What follows belongs to an exercise in optimizing a design on an open flow for small area; a production flow would make more cautious choices. Where RTL was checked, it was by simulation tests only, not by an equivalence proof against the original.

==> module reg_bank_shadowed, before the edit <==
module reg_bank_shadowed
#(
    parameter int unsigned DATA_WIDTH   = 16,
    parameter int unsigned RO_DEPTH     = 128,
    parameter int unsigned RW_DEPTH     = 128,
    parameter int unsigned RO_CH        = 4,
    parameter int unsigned DP_CH        = 4,
    parameter int unsigned COMMIT_MODE  = 0,
    parameter int unsigned RW_RESET_VAL = 0
) (
    input  logic                        clk,
    input  logic                        rst,
    input  logic [$clog2(RO_DEPTH + RW_DEPTH)-1:0] mem_addr,
    input  logic [DATA_WIDTH-1:0]       mem_data_in,
    input  logic                        mem_we,
    input  logic                        mem_re,
    output logic [DATA_WIDTH-1:0]       mem_data_out,
    output logic                        mem_rvalid,
    output logic                        mem_err,
    input  logic [RO_CH*DATA_WIDTH-1:0] ro_in,
    input  logic                        commit_req,
    input  logic                        frame_start,
    output logic                        commit_pending,
    output logic                        commit_done,
    output logic [DP_CH*DATA_WIDTH-1:0] dp_out
);
    if (DATA_WIDTH != 16 || RO_DEPTH != 128 || RW_DEPTH != 128 ||
        RO_CH != 4 || DP_CH != 4 || COMMIT_MODE != 0 ||
        RW_RESET_VAL != 0) begin : g_bad_params
        $error("this implementation supports the default parameters only");
    end
    localparam int W  = 16;
    localparam int NR = 128;
    localparam int NP = 4;      
    logic [6:0]  a;
    logic        a_hi;
    logic [7:0]  dec_lo;        
    logic [15:0] dec_hi;        
    logic [15:0] wdec_hi;       
    logic [NR-1:0] wsel;        
    logic        phase_q;
    logic [W-1:0] q      [NR];
    logic [W-1:0] act_q  [DP_CH];
    logic [W-1:0] rdata_q;
    logic        rvalid_q;
    logic        err_q;
    logic        copy_en;
    assign a    = mem_addr[6:0];
    assign a_hi = mem_addr[7];
    for (genvar j = 0; j < 8; j++) begin : g_dlo
        assign dec_lo[j] = (a[2:0] == 3'(j));
    end
    for (genvar k = 0; k < 16; k++) begin : g_dhi
        assign dec_hi[k]  = (a[6:3] == 4'(k));
        assign wdec_hi[k] = dec_hi[k] & mem_we & a_hi;
    end
    logic [7:0]  lo_set_n;      
    logic [7:0]  lo_wr;         
    logic [15:0] whi_set_n;     
    assign lo_set_n  = ~(dec_lo | {8{rst}});
    assign lo_wr     = dec_lo & {8{~rst}};
    assign whi_set_n = ~(wdec_hi | {16{rst}});
    for (genvar r = 0; r < NR; r++) begin : g_sel
        assign wsel[r] = dec_lo[r % 8] & wdec_hi[r / 8];
    end
    always_ff @(posedge clk) begin
        if (rst) phase_q <= 1'b0;
        else     phase_q <= ~phase_q;
    end
    localparam int NCOPY = 8;
    logic [W-1:0] col_cp [NCOPY];
    for (genvar k = 0; k < NCOPY; k++) begin : g_col
        reg_bank_col_drv #(.W(W)) u_col (
            .din   (mem_data_in),
            .phase (phase_q),
            .col   (col_cp[k])
        );
    end
    for (genvar r = 0; r < NP; r++) begin : g_plain
        logic keep_r;
        logic load_r;
        assign keep_r = ~wsel[r] & ~rst;
        assign load_r = wsel[r] & ~rst;
        always_ff @(posedge clk) begin
            q[r] <= (q[r] & {W{keep_r}}) | (mem_data_in & {W{load_r}});
        end
    end
    for (genvar r = NP; r < NR; r++) begin : g_tog
        logic set_r;
        logic keep_r;
        assign set_r  = ~(lo_set_n[r % 8] | whi_set_n[r / 8]);
        assign keep_r = ~(lo_wr[r % 8] & wdec_hi[r / 8]);
        always_ff @(posedge clk) begin
            q[r] <= ~((q[r] | {W{set_r}}) & (col_cp[(r - NP) * NCOPY / (NR - NP)] | {W{keep_r}}));
        end
    end
    logic act_keep;
    logic act_load;
    assign act_keep = ~copy_en & ~rst;
    assign act_load = copy_en & ~rst;
    for (genvar d = 0; d < DP_CH; d++) begin : g_act
        always_ff @(posedge clk) begin
            act_q[d] <= (act_q[d] & {W{act_keep}}) | (q[d] & {W{act_load}});
        end
        assign dp_out[d*W +: W] = act_q[d];
    end
    logic [W-1:0] rd_low;       
    logic         low4;
    logic [W*(NR-NP)-1:0] q_tog;
    for (genvar r = NP; r < NR; r++) begin : g_qt
        assign q_tog[(r-NP)*W +: W] = q[r];
    end
    logic         rd_en;
    logic         use_tog;
    logic [W-1:0] rd_base;
    logic [W-1:0] val1;
    logic [W-1:0] val0;
    logic [W-1:0] rdata_nxt;
    assign rd_en   = mem_re & ~rst;
    assign use_tog = rd_en & a_hi & ~low4;
    assign rd_base = (rdata_q & {W{~mem_re & ~rst}}) | (rd_low & {W{rd_en & low4}});
    assign val1    = rd_base | {W{use_tog & ~phase_q}};
    assign val0    = rd_base | {W{use_tog & phase_q}};
    logic [7:0]  rlo_n;
    logic [15:0] rhi_n;
    reg_bank_rd_dec u_rd_dec (
        .addr  (a),
        .lo_n  (rlo_n),
        .hi_n  (rhi_n)
    );
    reg_bank_rd_mux #(.W(W), .N(NR - NP)) u_rd_mux (
        .q     (q_tog),
        .lo_n  (rlo_n),
        .hi_n  (rhi_n),
        .val1  (val1),
        .val0  (val0),
        .out   (rdata_nxt)
    );
    always_comb begin
        unique case ({a_hi, a[1:0]})
            3'd0: rd_low = ro_in[0*W +: W];
            3'd1: rd_low = ro_in[1*W +: W];
            3'd2: rd_low = ro_in[2*W +: W];
            3'd3: rd_low = ro_in[3*W +: W];
            3'd4: rd_low = q[0];
            3'd5: rd_low = q[1];
            3'd6: rd_low = q[2];
            default: rd_low = q[3];
        endcase
    end
    assign low4 = (a[6:2] == 5'd0);
    always_ff @(posedge clk) begin
        if (rst) begin
            rvalid_q <= 1'b0;
            err_q    <= 1'b0;
        end else begin
            rvalid_q <= mem_re;
            err_q    <= mem_we & ~a_hi;
        end
    end
    always_ff @(posedge clk) begin
        rdata_q <= rdata_nxt;
    end
    assign mem_data_out = rdata_q;
    assign mem_rvalid   = rvalid_q;
    assign mem_err      = err_q;
    reg_bank_commit_fsm u_commit (
        .clk            (clk),
        .rst            (rst),
        .commit_req     (commit_req),
        .frame_start    (frame_start),
        .copy_en        (copy_en),
        .commit_pending (commit_pending),
        .commit_done    (commit_done)
    );
endmodule
==> module reg_bank_col_drv, before the edit <==
module reg_bank_col_drv #(
    parameter int W = 16
) (
    input  logic [W-1:0] din,
    input  logic         phase,
    output logic [W-1:0] col
);
    assign col = din ^ {W{phase}};
endmodule
clock: 4.5 ns
lec_check: 0
cap_margin: 20
core_margin: 2
core_utilization: 55
cts_buf_list: sky130_fd_sc_hd__clkbuf_8
cts_cluster_diameter: 40
cts_cluster_size: 15
gpl_timing_driven: 0
setup_slack_margin: 0.4
slew_margin: 20
synth_hierarchical: 1
standard.sh (not shown) runs the stock make flow with config.mk's settings and CLKGATE_MAP_FILE= SYNTH_SCRIPT=/design/flow/synth_recipe.tcl, a recipe that flattens the netlist after the stock synthesis.
==> flow/flow/run.sh <==
#!/bin/bash
# Standard layout, with ORFS options the settings list does not
# expose: drop the buffers ABC inserted before placement, and build the
# clock tree without dummy loads; port buffers are sky130_fd_sc_hd__buf_2.
export REMOVE_ABC_BUFFERS=1
export BUFFER_PORTS_ARGS="-buffer_cell sky130_fd_sc_hd__buf_2"
export CTS_ARGS="-sink_clustering_enable -repair_clock_nets -sink_clustering_size 15 -sink_clustering_max_diameter 40 -buf_list sky130_fd_sc_hd__clkbuf_8 -dont_use_dummy_load"
bash standard.sh > standard.log 2>&1
The first run completed with no timing, DRC or antenna violations.
==> next run, changes <==
--- a/flow/design.v
+++ b/flow/design.v
@@ -70,4 +70,5 @@
     logic [NR-1:0] wsel;        
     logic        phase_q;
+    logic [W-1:0] col;          
     logic [W-1:0] q      [NR];
     logic [W-1:0] act_q  [DP_CH];
@@ -98,13 +99,5 @@
         else     phase_q <= ~phase_q;
     end
-    localparam int NCOPY = 8;
-    logic [W-1:0] col_cp [NCOPY];
-    for (genvar k = 0; k < NCOPY; k++) begin : g_col
-        reg_bank_col_drv #(.W(W)) u_col (
-            .din   (mem_data_in),
-            .phase (phase_q),
-            .col   (col_cp[k])
-        );
-    end
+    assign col = mem_data_in ^ {W{phase_q}};
     for (genvar r = 0; r < NP; r++) begin : g_plain
         logic keep_r;
@@ -122,5 +115,5 @@
         assign keep_r = ~(lo_wr[r % 8] & wdec_hi[r / 8]);
         always_ff @(posedge clk) begin
-            q[r] <= ~((q[r] | {W{set_r}}) & (col_cp[(r - NP) * NCOPY / (NR - NP)] | {W{keep_r}}));
+            q[r] <= ~((q[r] | {W{set_r}}) & (col | {W{keep_r}}));
         end
     end
@@ -246,11 +239,2 @@
     end
 endmodule
-module reg_bank_col_drv #(
-    parameter int W = 16
-) (
-    input  logic [W-1:0] din,
-    input  logic         phase,
-    output logic [W-1:0] col
-);
-    assign col = din ^ {W{phase}};
-endmodule
The changed run ran to the end with no violations.
Final cell count decreases by 1.6%.
Wire length decreases by 7.8%.
Non-clock buffer count decreases by 21.
Clock-buffer cell count decreases by 1.
Critical path depth decreases by 1.
Design area decreases by 2.0%.
Area after synthesis decreases by 2.1%.
Register-to-register slack gets better by 0.46 ns.
Sequential share of layout area increases by 1.0 points.
For the first run of this note, only the layout was checked, not whether the RTL still works.

[what the ideal ports hide]
In the flow no input, the clock included, has a driving cell. The finished layouts below were timed again as built, in two steps.
Step 1, drivers: a clkbuf_16 drives clk and a buf_2 each remaining input, both assumed.
Step 2 also shifts input and output timing later by t, the mid clock arrival at the registers, as if the neighbouring blocks saw the same clock.
a / b / c = ideal / step 1 / step 2; a / b = the first two.
run | shift t [ns] | setup WS [ns] | worst data-port slew with drivers (ns)
the first run | 1.031 | 0.194 / 0.220 / -0.811 | 0.11
the second run | 1.027 | 0.205 / 0.250 / -0.777 | 0.15
With both steps, setup timing fails in the first run and the second run, where it was met with ideal ports. The setup slack of the first run, which loses most, moves by +0.026 ns with the drivers and by -1.005 ns with both steps.
